What follows belongs to an exercise in optimizing a design on an open flow for a short achievable clock period and few clock cycles per item; a production flow would make more cautious choices.
Where RTL was checked, it was by simulation tests only, not by an equivalence proof against the original.
Power figures rest on the tool's default switching activity, not on a simulated workload.

==> v37: inputs <==
Design capacity_split_stack_set, start of the top module:
module capacity_split_stack_set #(
  parameter int MAX_STACKS   = 16,
  parameter int MAX_CAPACITY = 8,
  parameter int DATA_WIDTH   = 32
) (
  input  logic                              clk_i,
  input  logic                              rst_ni,
  input  logic                              cfg_we_i,
  input  logic [css_pkg::CFG_W-1:0]         cfg_wdata_i,
  input  logic                              s_axis_tvalid,
  output logic                              s_axis_tready,
  input  logic [((DATA_WIDTH+4+7)/8)*8-1:0] s_axis_tdata,
  input  logic [css_pkg::FUNC_W-1:0]        s_axis_tuser,
  output logic                              m_axis_tvalid,
  input  logic                              m_axis_tready,
  output logic [((DATA_WIDTH+7+7)/8)*8-1:0] m_axis_tdata
);
  localparam int OUT_W = ((DATA_WIDTH + 7 + 7) / 8) * 8;
  logic                          req_valid;
  logic [DATA_WIDTH+3:0]         req_data;
  logic [css_pkg::FUNC_W-1:0]    req_func;
  logic                          res_valid;
  logic [css_pkg::RES_W-1:0]     res, m_data;
  css_ctrl #(
    .DATA_WIDTH (DATA_WIDTH)
  ) u_ctrl (
    .clk_i       (clk_i),
    .rst_ni      (rst_ni),
    .s_valid_i   (s_axis_tvalid),
    .s_ready_o   (s_axis_tready),
    .s_data_i    (s_axis_tdata[DATA_WIDTH+3:0]),
    .s_func_i    (s_axis_tuser),
    .req_valid_o (req_valid),
    .req_data_o  (req_data),
    .req_func_o  (req_func),
    .res_valid_i (res_valid),
    .res_i       (res),
    .m_valid_o   (m_axis_tvalid),
    .m_ready_i   (m_axis_tready),
    .m_data_o    (m_data)
  );
  css_dp #(
    .MAX_STACKS   (MAX_STACKS),
    .MAX_CAPACITY (MAX_CAPACITY),
    .DATA_WIDTH   (DATA_WIDTH)
  ) u_dp (
    .clk_i       (clk_i),
    .rst_ni      (rst_ni),
    .cfg_we_i    (cfg_we_i),
    .cfg_wdata_i (cfg_wdata_i),
    .req_valid_i (req_valid),
  ...
clock: 14.0 ns
lec_check: 0
abc_clock_period_in_ps: 4000
cap_margin: 20
cell_pad_in_sites_detail_placement: 1
cell_pad_in_sites_global_placement: 2
core_margin: 2
core_utilization: 40
place_density: 0.6
slew_margin: 20
synth_memory_max_bits: 16384
standard.sh (not shown) runs the stock make flow with config.mk's settings and CLKGATE_MAP_FILE= SYNTH_SCRIPT=/design/flow/synth_recipe.tcl, a recipe that flattens the netlist after the stock synthesis.
==> flow/flow/run.sh <==
#!/bin/bash
# Own flow: the standard layout (standard.sh, unchanged synthesis, SDC and clock
# period), with the timing repair steps aimed at a larger setup slack margin so the
# resizer keeps working toward the period the design can reach.
set -euo pipefail
bash standard.sh SETUP_SLACK_MARGIN=10 finish > standard_finish.log 2>&1
==> v22 (differences from v37) <==
--- a/flow/design.v
+++ b/flow/design.v
@@ -30,54 +30,60 @@
   input  logic                           res_valid_i,
   input  logic [css_pkg::RES_W-1:0]      res_i,
   output logic                           m_valid_o,
   input  logic                           m_ready_i,
   output logic [css_pkg::RES_W-1:0]      m_data_o
 );
   localparam int RW = $clog2(RING);
-  logic                          ready_q;
-  logic                          acc, xfer, load;
+  logic                          ready_q;    
+  logic                          acc, xfer;
   logic [RW:0]                   acc_cnt_q, xfer_cnt_q, inflight;
-  logic [RW:0]                   wptr_q, rptr_q;
+  logic [RW:0]                   wptr_q, cur_q, cur_p1, wptr_d;
   logic [RING-1:0][css_pkg::RES_W-1:0] ring_q;
-  logic [css_pkg::RES_W-1:0]     head_q, ring_rd;
-  logic                          out_v_q;
-  logic                          avail;
-  assign acc      = s_valid_i && ready_q;
-  assign xfer     = out_v_q && m_ready_i;
-  assign inflight = acc_cnt_q - xfer_cnt_q;
-  assign avail    = (wptr_q != rptr_q);
-  assign load     = avail && (!out_v_q || m_ready_i);
-  assign ring_rd  = ring_q[rptr_q[RW-1:0]];
+  logic [css_pkg::RES_W-1:0]     head_q, cand0, cand1;
+  logic                          out_v_q;     
+  logic                          started_q;   
+  logic                          ready_int, out_v_int;
+  assign inflight  = acc_cnt_q - xfer_cnt_q;
+  assign ready_int = started_q && (inflight <= (RW+1)'(RING - 1));
+  assign out_v_int = (wptr_q != cur_q);
+  assign acc       = s_valid_i && ready_int;
+  assign xfer      = out_v_int && m_ready_i;
+  assign cur_p1   = cur_q + 1'b1;
+  assign wptr_d   = wptr_q + (RW+1)'(res_valid_i);
+  assign cand0    = (res_valid_i && wptr_q == cur_q)  ? res_i : ring_q[cur_q[RW-1:0]];
+  assign cand1    = (res_valid_i && wptr_q == cur_p1) ? res_i : ring_q[cur_p1[RW-1:0]];
   always_ff @(posedge clk_i or negedge rst_ni) begin
     if (!rst_ni) begin
-      ready_q     <= 1'b1;
+      ready_q     <= 1'b0;
+      started_q   <= 1'b0;
       req_valid_o <= 1'b0;
       acc_cnt_q   <= '0;
       xfer_cnt_q  <= '0;
       wptr_q      <= '0;
-      rptr_q      <= '0;
+      cur_q       <= '0;
       out_v_q     <= 1'b0;
     end else begin
       if (acc && !xfer)      ready_q <= (inflight <= (RW+1)'(RING - 2));
       else if (acc == xfer)  ready_q <= (inflight <= (RW+1)'(RING - 1));
       else                   ready_q <= 1'b1;
+      started_q   <= 1'b1;
       req_valid_o <= acc;
-      if (acc)         acc_cnt_q  <= acc_cnt_q + 1'b1;
-      if (xfer)        xfer_cnt_q <= xfer_cnt_q + 1'b1;
-      if (res_valid_i) wptr_q     <= wptr_q + 1'b1;
-      if (load)        rptr_q     <= rptr_q + 1'b1;
-      out_v_q     <= load || (out_v_q && !m_ready_i);
+      if (acc)  acc_cnt_q  <= acc_cnt_q + 1'b1;
+      if (xfer) xfer_cnt_q <= xfer_cnt_q + 1'b1;
+      wptr_q  <= wptr_d;
+      if (xfer) cur_q <= cur_p1;
+      out_v_q <= xfer ? (wptr_d != cur_p1) : (wptr_d != cur_q);
     end
   end
   always_ff @(posedge clk_i) begin
     req_data_o <= s_data_i;
     req_func_o <= s_func_i;
     if (res_valid_i) ring_q[wptr_q[RW-1:0]] <= res_i;
-    if (load) head_q <= ring_rd;
+    head_q <= xfer ? cand1 : cand0;
   end
   assign s_ready_o = ready_q;
   assign m_valid_o = out_v_q;
   assign m_data_o  = head_q;
 endmodule
 module css_dp #(
   parameter int MAX_STACKS   = 16,
@@ -133,34 +139,50 @@
     for (int p = 0; p < NS; p++) begin
       d_idxoh[p] <= (PW'(p) == req_index_i);
       d_ge[p]    <= (PW'(p) >= req_index_i);
     end
   end
   logic [NS-1:0]         last_q, last_d;      
   logic [NS-1:0]         inuse_q, inuse_d;    
+  logic [NS-1:1]         last_hi_q, inuse_hi_q;
+  logic                  last0_n_q;           
+  logic [NS-1:0][PW-1:0] order_x_q;           
   logic [NS-1:0][NC-1:0] t_q, t_d;            
   logic [NS-1:0][PW-1:0] order_q, order_d;    
+  assign last_q  = {last_hi_q, !last0_n_q};
+  assign inuse_q = {inuse_hi_q, 1'b1};
+  for (genvar p = 0; p < NS; p++) begin : g_order
+    assign order_q[p] = order_x_q[p] ^ PW'(p);
+  end
+  logic [NS-1:0] full_q, full_d;            
   logic [NS-1:0] full, one;
   logic          l_full, l_one, l_empty, u1, u16;
   logic          a_in, a_one, a_empty;
   logic          push_ok, open, popl_ok, popa_ok, rem_a, rem;
   logic [css_pkg::STATUS_W-1:0] status;
   logic [PW-1:0] row_l, row_n, row_a, last_idx;
   logic [NC-1:0] f_l, f_a;
   for (genvar p = 0; p < NS; p++) begin : g_pos
     logic [NC-1:0] t_up;
     logic [PW-1:0] o_up;
+    logic          full_up;
     logic          prev_last;
-    assign full[p] = |(t_q[p] & capoh_q);
+    logic full_dec, full_inc, full_now;
+    assign full_now = |(t_q[p] & capoh_q);
+    assign full_dec = |(t_q[p][NC-1:1] & capoh_q[NC-2:0]);
+    assign full_inc = capoh_q[0] || |(t_q[p][NC-2:0] & capoh_q[NC-1:1]);
+    assign full[p] = full_q[p];
     assign one[p]  = t_q[p][0] && !t_q[p][1];
     if (p < NS - 1) begin : g_up
       assign t_up = t_q[p+1];
+      assign full_up = full_q[p+1];
       assign o_up = order_q[p+1];
     end else begin : g_top
       assign t_up = '0;
+      assign full_up = 1'b0;
       assign o_up = row_a;
     end
     if (p > 0) begin : g_prev
       assign prev_last = last_q[p-1];
     end else begin : g_first
       assign prev_last = 1'b0;
     end
@@ -170,14 +192,19 @@
     assign inc = push_ok && last_q[p];
     assign opn = open && prev_last;
     assign t_d[p] = sm  ? t_up :
                     dec ? {1'b0, t_q[p][NC-1:1]} :
                     inc ? {t_q[p][NC-2:0], 1'b1} :
                     opn ? NC'(1) : t_q[p];
     assign order_d[p] = sm ? o_up : order_q[p];
+    assign full_d[p]  = !d_v ? full_now :
+                        sm   ? full_up :
+                        dec  ? full_dec :
+                        inc  ? full_inc :
+                        opn  ? capoh_q[0] : full_q[p];
   end
   always_comb begin
     l_full  = |(last_q & full);
     l_one   = |(last_q & one);
     u1      = last_q[0];
     u16     = last_q[NS-1];
     l_empty = u1 && !t_q[0][0];
@@ -216,25 +243,27 @@
     end else if (rem) begin
       last_d  = last_q >> 1;
       inuse_d = inuse_q & ~last_q;
     end
   end
   always_ff @(posedge clk_i or negedge rst_ni) begin
     if (!rst_ni) begin
-      last_q  <= NS'(1);
-      inuse_q <= NS'(1);
-      for (int p = 0; p < NS; p++) begin
-        t_q[p]     <= '0;
-        order_q[p] <= PW'(p);
-      end
+      last_hi_q  <= '0;
+      last0_n_q  <= 1'b0;
+      inuse_hi_q <= '0;
+      full_q     <= '0;
+      t_q        <= '0;
+      order_x_q  <= '0;
     end else begin
-      last_q  <= last_d;
-      inuse_q <= inuse_d;
-      t_q     <= t_d;
-      order_q <= order_d;
+      last_hi_q  <= last_d[NS-1:1];
+      last0_n_q  <= !last_d[0];
+      inuse_hi_q <= inuse_d[NS-1:1];
+      full_q     <= full_d;
+      t_q        <= t_d;
+      for (int p = 0; p < NS; p++) order_x_q[p] <= order_d[p] ^ PW'(p);
     end
   end
   logic                         e_v, e_wr, e_open, e_rd, e_popa, e_rem;
   logic [PW-1:0]                e_row_l, e_row_n, e_row_a, e_last_idx;
   logic [NC-1:0]                e_f_l, e_f_a;
   logic [css_pkg::STATUS_W-1:0] e_status;
   logic [DATA_WIDTH-1:0]        e_value;
@@ -303,17 +332,17 @@
   logic [NG-1:0][DATA_WIDTH-1:0] r_grp_q;
   logic                          r_v, r_rd;
   logic [UW-1:0]                 r_used;
   logic [css_pkg::STATUS_W-1:0]  r_status;
   always_comb begin
     for (int g = 0; g < NG; g++) begin
       grp[g] = '0;
-      for (int r = g * RG; r < (g + 1) * RG; r++) begin
+      for (int i = 0; i < RG; i++) begin
         for (int c = 0; c < NC; c++) begin
-          grp[g] |= mem_q[r*NC+c] & {DATA_WIDTH{m_rrow[r] && m_rcol[c]}};
+          grp[g] |= mem_q[(g*RG+i)*NC+c] & {DATA_WIDTH{m_rrow[g*RG+i] && m_rcol[c]}};
         end
       end
     end
   end
   always_ff @(posedge clk_i or negedge rst_ni) begin
     if (!rst_ni) r_v <= 1'b0;
     else         r_v <= m_v;
==> flow/flow/run.sh (replaced) <==
#!/bin/bash
# Own flow: the standard layout (standard.sh, unchanged synthesis, SDC and clock
# period), with the timing repair aimed at a larger setup slack margin and allowed to
# resize cells to other footprints, so the resizer keeps working toward the period the
# design can reach.
set -euo pipefail
bash standard.sh SETUP_SLACK_MARGIN=10.2 MATCH_CELL_FOOTPRINT=0 finish > standard_finish.log 2>&1
==> impl_metrics.py <==
metrics = {
    "run_status": {
        "status": "finished clean",
    },
    "setup_path": {
        "slowest_stage": "dfrtp_1",
        "cp_max_fo": 1,
    },
    "logic_synthesis": {
        "synth_top_area_share_pct": 68.5,
        "synth_simple_gate_area_share_pct": 5.08,
        "syn_area_um2": 193000,
        "synth_compound_area_share_pct": 13.3,
    },
    "grt": {
        "grt_usage_pct": 32.3,
        "use_met3_pct": 5.72,
        "antenna_found_initial": 69,
    },
    "layout": {
        "multi_input_area_share_pct": 19.0,
        "layout_common_cells": "4408 x edfxtp_1, 1348 x a22oi_1, 600 x a221oi_1",
        "seq_cells": 5122,
    },
    "sta": {
        "timing.final.crit_share_pct": 31.4,
        "period_minus_slack_ns": 4.40,
    },
    "clock_tree": {
        "cts_sinks": 5122,
    },
}
The numbers above come from v22.

==> impl_metrics.py <==
metrics = {
    "layout": {
        "clkCellAreaFrac_pct": 8.21,
        "seq_cells": 5106,
        "multi_input_area_share_pct": 17.5,
    },
    "setup_path": {
        "cp_max_fo": 2,
        "slowest_stage": "dfstp_2",
    },
    "logic_synthesis": {
        "synth_simple_gate_area_share_pct": 5.02,
        "synth_top_area_share_pct": 70.9,
        "muxShareOfSynthArea_pct": 1.79,
        "synth_compound_area_share_pct": 12.5,
        "synth_commonest_cells": "4447 x edfxtp_1, 1379 x a22oi_1, 707 x clkbuf_1",
    },
    "sta": {
        "period_minus_slack_ns": 4.52,
        "timing.final.crit_share_pct": 32.3,
    },
    "placed_design": {
        "dp_slack_ns": 8.79,
    },
    "power": {
        "powerSeq_mw": 17.5,
    },
    "run_status": {
        "status": "finished clean",
    },
}
The numbers above come from v37.

Testbench counts of v22, summed over its fixed seeds: cycles 32,048, items 32,000.
Only the layout flow was run in v37; the RTL was not checked for function there.

==> port drivers added, routing unchanged <==
The flow's constraints put no driver on any port. The routed layouts listed below were extracted and timed again, unchanged, in two steps.
Step 1 (the two cells are an assumption about what drives the block):
set clk [get_ports {clk_i}]
set_driving_cell -lib_cell sky130_fd_sc_hd__clkbuf_16 $clk
set_driving_cell -lib_cell sky130_fd_sc_hd__buf_2 [delete_from_list [all_inputs] $clk]
Step 2 also shifts input and output timing later by t, the mid clock arrival at the registers, as if the neighbouring blocks saw the same clock.
Slacks: ideal / step 1 / step 2; pairs: ideal / step 1.
| run | t (ns) | setup WS [ns] | hold slack, ns | clock arrival spread, ns | worst slew at a driven data input, ns |
|---|---|---|---|---|---|
| v37 | 1.204 | 9.484 / 9.366 / 9.189 | 0.305 / 0.305 / 0.305 | 0.047 / 0.047 | 0.07 |
| v22 | 1.204 | 9.605 / 9.488 / 9.228 | 0.312 / 0.312 / 0.312 | 0.061 / 0.061 | 0.10 |
After both steps setup and hold are still met in every run listed. For v22, which loses most, drivers alone change the setup slack by -0.117 ns; drivers and shift together by -0.377 ns. The worst setup slack also covers recovery checks on asynchronous resets.
